What follows belongs to an exercise in optimizing a design on an open flow for small area, a short achievable clock period and few clock cycles; a production flow would make more cautious choices. Where RTL was checked, it was by simulation tests only, not by an equivalence proof against the original. Power and IR drop assume default switching activity.

==> module rope_sim_top, before the edit <==
module rope_sim_top (
    input  logic                            clk,
    input  logic                            reset,
    input  logic                            cmd_valid,
    input  logic                            cmd_op,
    input  logic signed [31:0]              cmd_x,
    input  logic signed [31:0]              cmd_y,
    output logic                            cmd_credit,
    output logic                            out_valid,
    output logic [$clog2(8)-1:0]  out_node,
    output logic signed [31:0]              out_x,
    output logic signed [31:0]              out_y,
    output logic                            out_last,
    input  logic                            out_credit
);
    localparam logic [31:0] REST   = 32'sh000A_0000;
    localparam logic [31:0] GRAV   = 32'sh0000_4CCC;
    localparam logic [31:0] BASE_X = 32'sh00C8_0000;
    localparam int          W      = 21;
    logic [2:0]  ph;         
    logic        fresh;      
    logic        act;        
    logic        pend;       
    logic [2:0]  nn;         
    logic        stp_r;      
    logic [2:0]  cc;         
    logic        p0, p1;     
    logic        v_l;        
    logic        l0;         
    logic        l1;         
    logic        v_o;        
    logic        crd_o;      
    logic [2:0]  node_o;     
    logic        last_o;
    logic        issue;
    logic        done7;
    assign issue = (act || stp_r) && (ph == nn) && (cc != 3'd0);
    assign done7 = issue && (nn == 3'd7);
    logic       act_n, stp_n;
    logic [2:0] nn_n, cc_n;
    assign stp_n = cmd_valid && !cmd_op;
    assign nn_n  = issue ? nn + 3'd1 : nn;
    assign cc_n  = cc - {2'b00, issue} + {2'b00, out_credit};
    assign act_n = !act ? stp_r : (done7 ? (pend || stp_r) : 1'b1);
    always_ff @(posedge clk) begin
        if (reset) begin
            ph     <= 3'd6;
            fresh  <= 1'b1;
            act    <= 1'b0;
            pend   <= 1'b0;
            nn     <= '0;
            stp_r  <= 1'b0;
            cc     <= 3'(4);
            p0     <= 1'b0;
            p1     <= 1'b0;
            v_l    <= 1'b0;
            l0     <= 1'b0;
            l1     <= 1'b0;
            v_o    <= 1'b0;
            crd_o  <= 1'b0;
            node_o <= '0;
            last_o <= 1'b0;
        end else begin
            ph     <= ph + 3'd1;
            if (ph == 3'd4) begin
                fresh <= 1'b0;
            end
            stp_r  <= cmd_valid && !cmd_op;
            cc     <= cc_n;
            p0     <= (ph == 3'd7);
            p1     <= (ph == 3'd0);
            v_l    <= issue;
            l0     <= issue && (nn == 3'd0);
            l1     <= issue && (nn == 3'd1);
            v_o    <= v_l;
            node_o <= ph - 3'd1;
            last_o <= v_l && (ph == 3'd0);
            crd_o  <= (cmd_valid && cmd_op) ||
                      ((act_n || stp_n) && (ph + 3'd1 == nn_n) && (nn_n == 3'd0) && (cc_n != 3'd0));
            nn     <= nn_n;
            act    <= act_n;
            if (act && done7) begin
                pend <= 1'b0;
            end else if (act && stp_r) begin
                pend <= 1'b1;
            end
        end
    end
    assign cmd_credit = crd_o;
    logic [31:0] ax, ay;
    always_ff @(posedge clk) begin
        if (reset) begin
            ax <= BASE_X;
            ay <= '0;
        end else if (cmd_valid && cmd_op) begin
            ax <= cmd_x;
            ay <= cmd_y;
        end
    end
    logic [W-1:0] rax [8];
    logic [W-1:0] rbx [8];
    logic [W-1:0] ray [8];
    logic [W-1:0] rby [8];
    logic [2:0]   ph_in;
    logic [W-1:0] x_init, y_init;
    assign ph_in = reset ? 3'd6 : ph + 3'd1;
    always_comb begin
        case (ph_in)
            3'd0:    begin x_init = W'(BASE_X >> W); y_init = W'(REST >> W); end
            3'd1:    begin x_init = BASE_X[W-1:0];   y_init = REST[W-1:0];   end
            default: begin x_init = '0;              y_init = REST[W-1:0];   end
        endcase
    end
    function automatic logic [31:0] ext(input logic uns, input logic [W-1:0] v);
        ext = {{(32-W){v[W-1] && !uns}}, v};
    endfunction
    function automatic logic [31:0] acc3(input logic [31:0] base, input logic [31:0] a,
                                         input logic [31:0] b);
        logic [31:0] a2, nb, s, c;
        a2 = a << 1;
        nb = ~b;
        s  = base ^ a2 ^ nb;
        c  = (base & a2) | (base & nb) | (a2 & nb);
        acc3 = s + {c[30:0], 1'b1};
    endfunction
    logic [31:0] nx, ny;
    logic [31:0] nx_base, ny_base;
    always_comb begin
        if (p0) begin
            nx_base = '0;
            ny_base = '0;
        end else if (p1) begin
            nx_base = {nx[10:0], 21'd0};
            ny_base = {ny[10:0], 21'd0} | GRAV;
        end else begin
            nx_base = nx;
            ny_base = ny;
        end
    end
    always_ff @(posedge clk) begin
        if (issue) begin
            nx <= acc3(nx_base, ext(p1, rax[0]), ext(p1, rbx[0]));
            ny <= acc3(ny_base, ext(p1, ray[0]), ext(p1, rby[0]));
        end
    end
    logic [31:0] fx, fy;
    function automatic logic sgn(input logic [31:0] n, input logic [31:0] f, input logic [31:0] k);
        logic [31:0] s, c, t;
        s = n ^ ~f ^ k;
        c = (n & ~f) | (n & k) | (~f & k);
        t = s + {c[30:0], 1'b1};
        sgn = t[31];
    endfunction
    function automatic logic [1:0] clamp_sel(input logic [31:0] n, input logic [31:0] f);
        logic s0, s1, s2;
        s0 = sgn(n, f, 32'd0);
        s1 = sgn(n, f, 32'd0 - REST - 32'd1);
        s2 = sgn(n, f, REST);
        clamp_sel = {!s0 && !s1, s0 && s2};
    endfunction
    logic [1:0]   sx, sy;
    logic [W-1:0] dx, dy;       
    logic [31:0]  fx_n, fy_n;   
    logic [W-1:0] cx, cy;       
    assign sx = clamp_sel(nx, fx);
    assign sy = clamp_sel(ny, fy);
    assign dx = nx[W-1:0] - fx[W-1:0];
    assign dy = ny[W-1:0] - fy[W-1:0];
    always_comb begin
        fx_n = sx[1] ? fx + REST : (sx[0] ? fx - REST : nx);
        fy_n = sy[1] ? fy + REST : (sy[0] ? fy - REST : ny);
        if (l1) begin
            cx = fx_n[W-1:0];
            cy = fy_n[W-1:0];
        end else begin
            cx = sx[1] ? REST[W-1:0] : (sx[0] ? W'(-REST) : dx);
            cy = sy[1] ? REST[W-1:0] : (sy[0] ? W'(-REST) : dy);
        end
    end
    always_ff @(posedge clk) begin
        if (v_l) begin
            if (l0) begin
                fx <= ax;
                fy <= ay;
            end else begin
                fx <= fx_n;
                fy <= fy_n;
            end
        end
    end
    always_ff @(posedge clk) begin
        for (int k = 1; k < 7; k++) begin
            rax[k] <= rax[k+1];
            ray[k] <= ray[k+1];
            rbx[k] <= rbx[k+1];
            rby[k] <= rby[k+1];
        end
        if (reset || fresh) begin
            rax[0] <= x_init;
            rbx[0] <= x_init;
            ray[0] <= y_init;
            rby[0] <= y_init;
        end else begin
            rax[0] <= rax[1];
            rbx[0] <= rbx[1];
            ray[0] <= ray[1];
            rby[0] <= rby[1];
        end
        rbx[7] <= issue ? rax[0] : rbx[0];
        rby[7] <= issue ? ray[0] : rby[0];
        rax[7] <= rax[0];
        ray[7] <= ray[0];
        if (v_l && !l0) begin
            rax[6] <= cx;
            ray[6] <= cy;
        end
        if (v_l && l1) begin
            rax[5] <= W'(fx_n[31:W]);
            ray[5] <= W'(fy_n[31:W]);
        end
    end
    assign out_valid = v_o;
    assign out_node  = node_o;
    assign out_last  = last_o;
    assign out_x     = fx;
    assign out_y     = fy;
endmodule
Settings: LEC_CHECK=0, ABC_CLOCK_PERIOD_IN_PS=4000, CAP_MARGIN=20, CORE_MARGIN=2, CORE_UTILIZATION=55, SETUP_SLACK_MARGIN=5, SLEW_MARGIN=20; clock period 11.0 ns.
standard.sh (not shown) runs the stock make flow with config.mk's settings and CLKGATE_MAP_FILE= SYNTH_SCRIPT=/design/flow/synth_recipe.tcl, a recipe that flattens the netlist after the stock synthesis.
==> flow/flow/run.sh <==
#!/bin/bash
set -euo pipefail
MARGIN=6.5
bash standard.sh synth > synth.log 2>&1
sed -e "s/SETUP_SLACK_MARGIN=[0-9.]*/SETUP_SLACK_MARGIN=${MARGIN} BUFFER_PORTS_ARGS='-buffer_cell sky130_fd_sc_hd__buf_2'/" standard.sh > layout.sh
bash layout.sh finish > layout.log 2>&1
Edit:
--- a/flow/design.v
+++ b/flow/design.v
@@ -401,9 +401,21 @@
     logic [31:0] fx, fy;
     function automatic logic sgn(input logic [31:0] n, input logic [31:0] f, input logic [31:0] k);
-        logic [31:0] s, c, t;
+        logic [31:0] s, c, a, b;
+        logic [31:0] g, t;
         s = n ^ ~f ^ k;
         c = (n & ~f) | (n & k) | (~f & k);
-        t = s + {c[30:0], 1'b1};
-        sgn = t[31];
+        a = s;
+        b = {c[30:0], 1'b1};
+        g = a & b;
+        t = a | b;
+        for (int lv = 0; lv < 5; lv++) begin
+            for (int j = 30; j >= 0; j--) begin
+                if (j - (1 << lv) >= 0) begin
+                    g[j] = g[j] | (t[j] & g[j - (1 << lv)]);
+                    t[j] = t[j] & t[j - (1 << lv)];
+                end
+            end
+        end
+        sgn = a[31] ^ b[31] ^ g[30];
     endfunction
     function automatic logic [1:0] clamp_sel(input logic [31:0] n, input logic [31:0] f);
Outcome:
- The changed run finished clean
- power shrinks by a few percent
- setup slack hardly moves
- non-clock buffer count shrinks by 17
- cell area shrinks by a few percent
- fmax hardly moves
- synthesized cell count shrinks slightly
- routed wire length grows slightly
- final cell count shrinks by a few percent
Testbench counts after the change, summed over its fixed seeds: cycles 12,976.
For the first run of this note, only the layout was checked, not whether the RTL still works.

-- static timing again, ports no longer ideal --
The flow's constraints put no driver on any port. The routed layouts listed below were extracted and timed again, unchanged, in two steps.
Step 1 sets driving cells, clkbuf_16 on the clock port and buf_2 on the other inputs (assumed; they add their load-dependent delay and slew).
Step 2 times the ports against the registers' clock, not the clock port: input delays grow and output delays shrink by t, the midpoint of the rising clock arrivals with the driver on.
Slacks: ideal / step 1 / step 2; pairs: ideal / step 1.
| run | shift t [ns] | setup WS [ns] | clock arrival spread, ns |
|---|---|---|---|
| the first run | 0.722 | 6.599 / 6.599 / 6.491 | 0.052 / 0.052 |
| the second run | 0.695 | 6.598 / 6.598 / 6.598 | 0.030 / 0.030 |
After both steps every run listed still meets setup and hold. For the first run, which loses most, drivers alone change the setup slack by 0.000 ns; drivers and shift together by -0.108 ns.
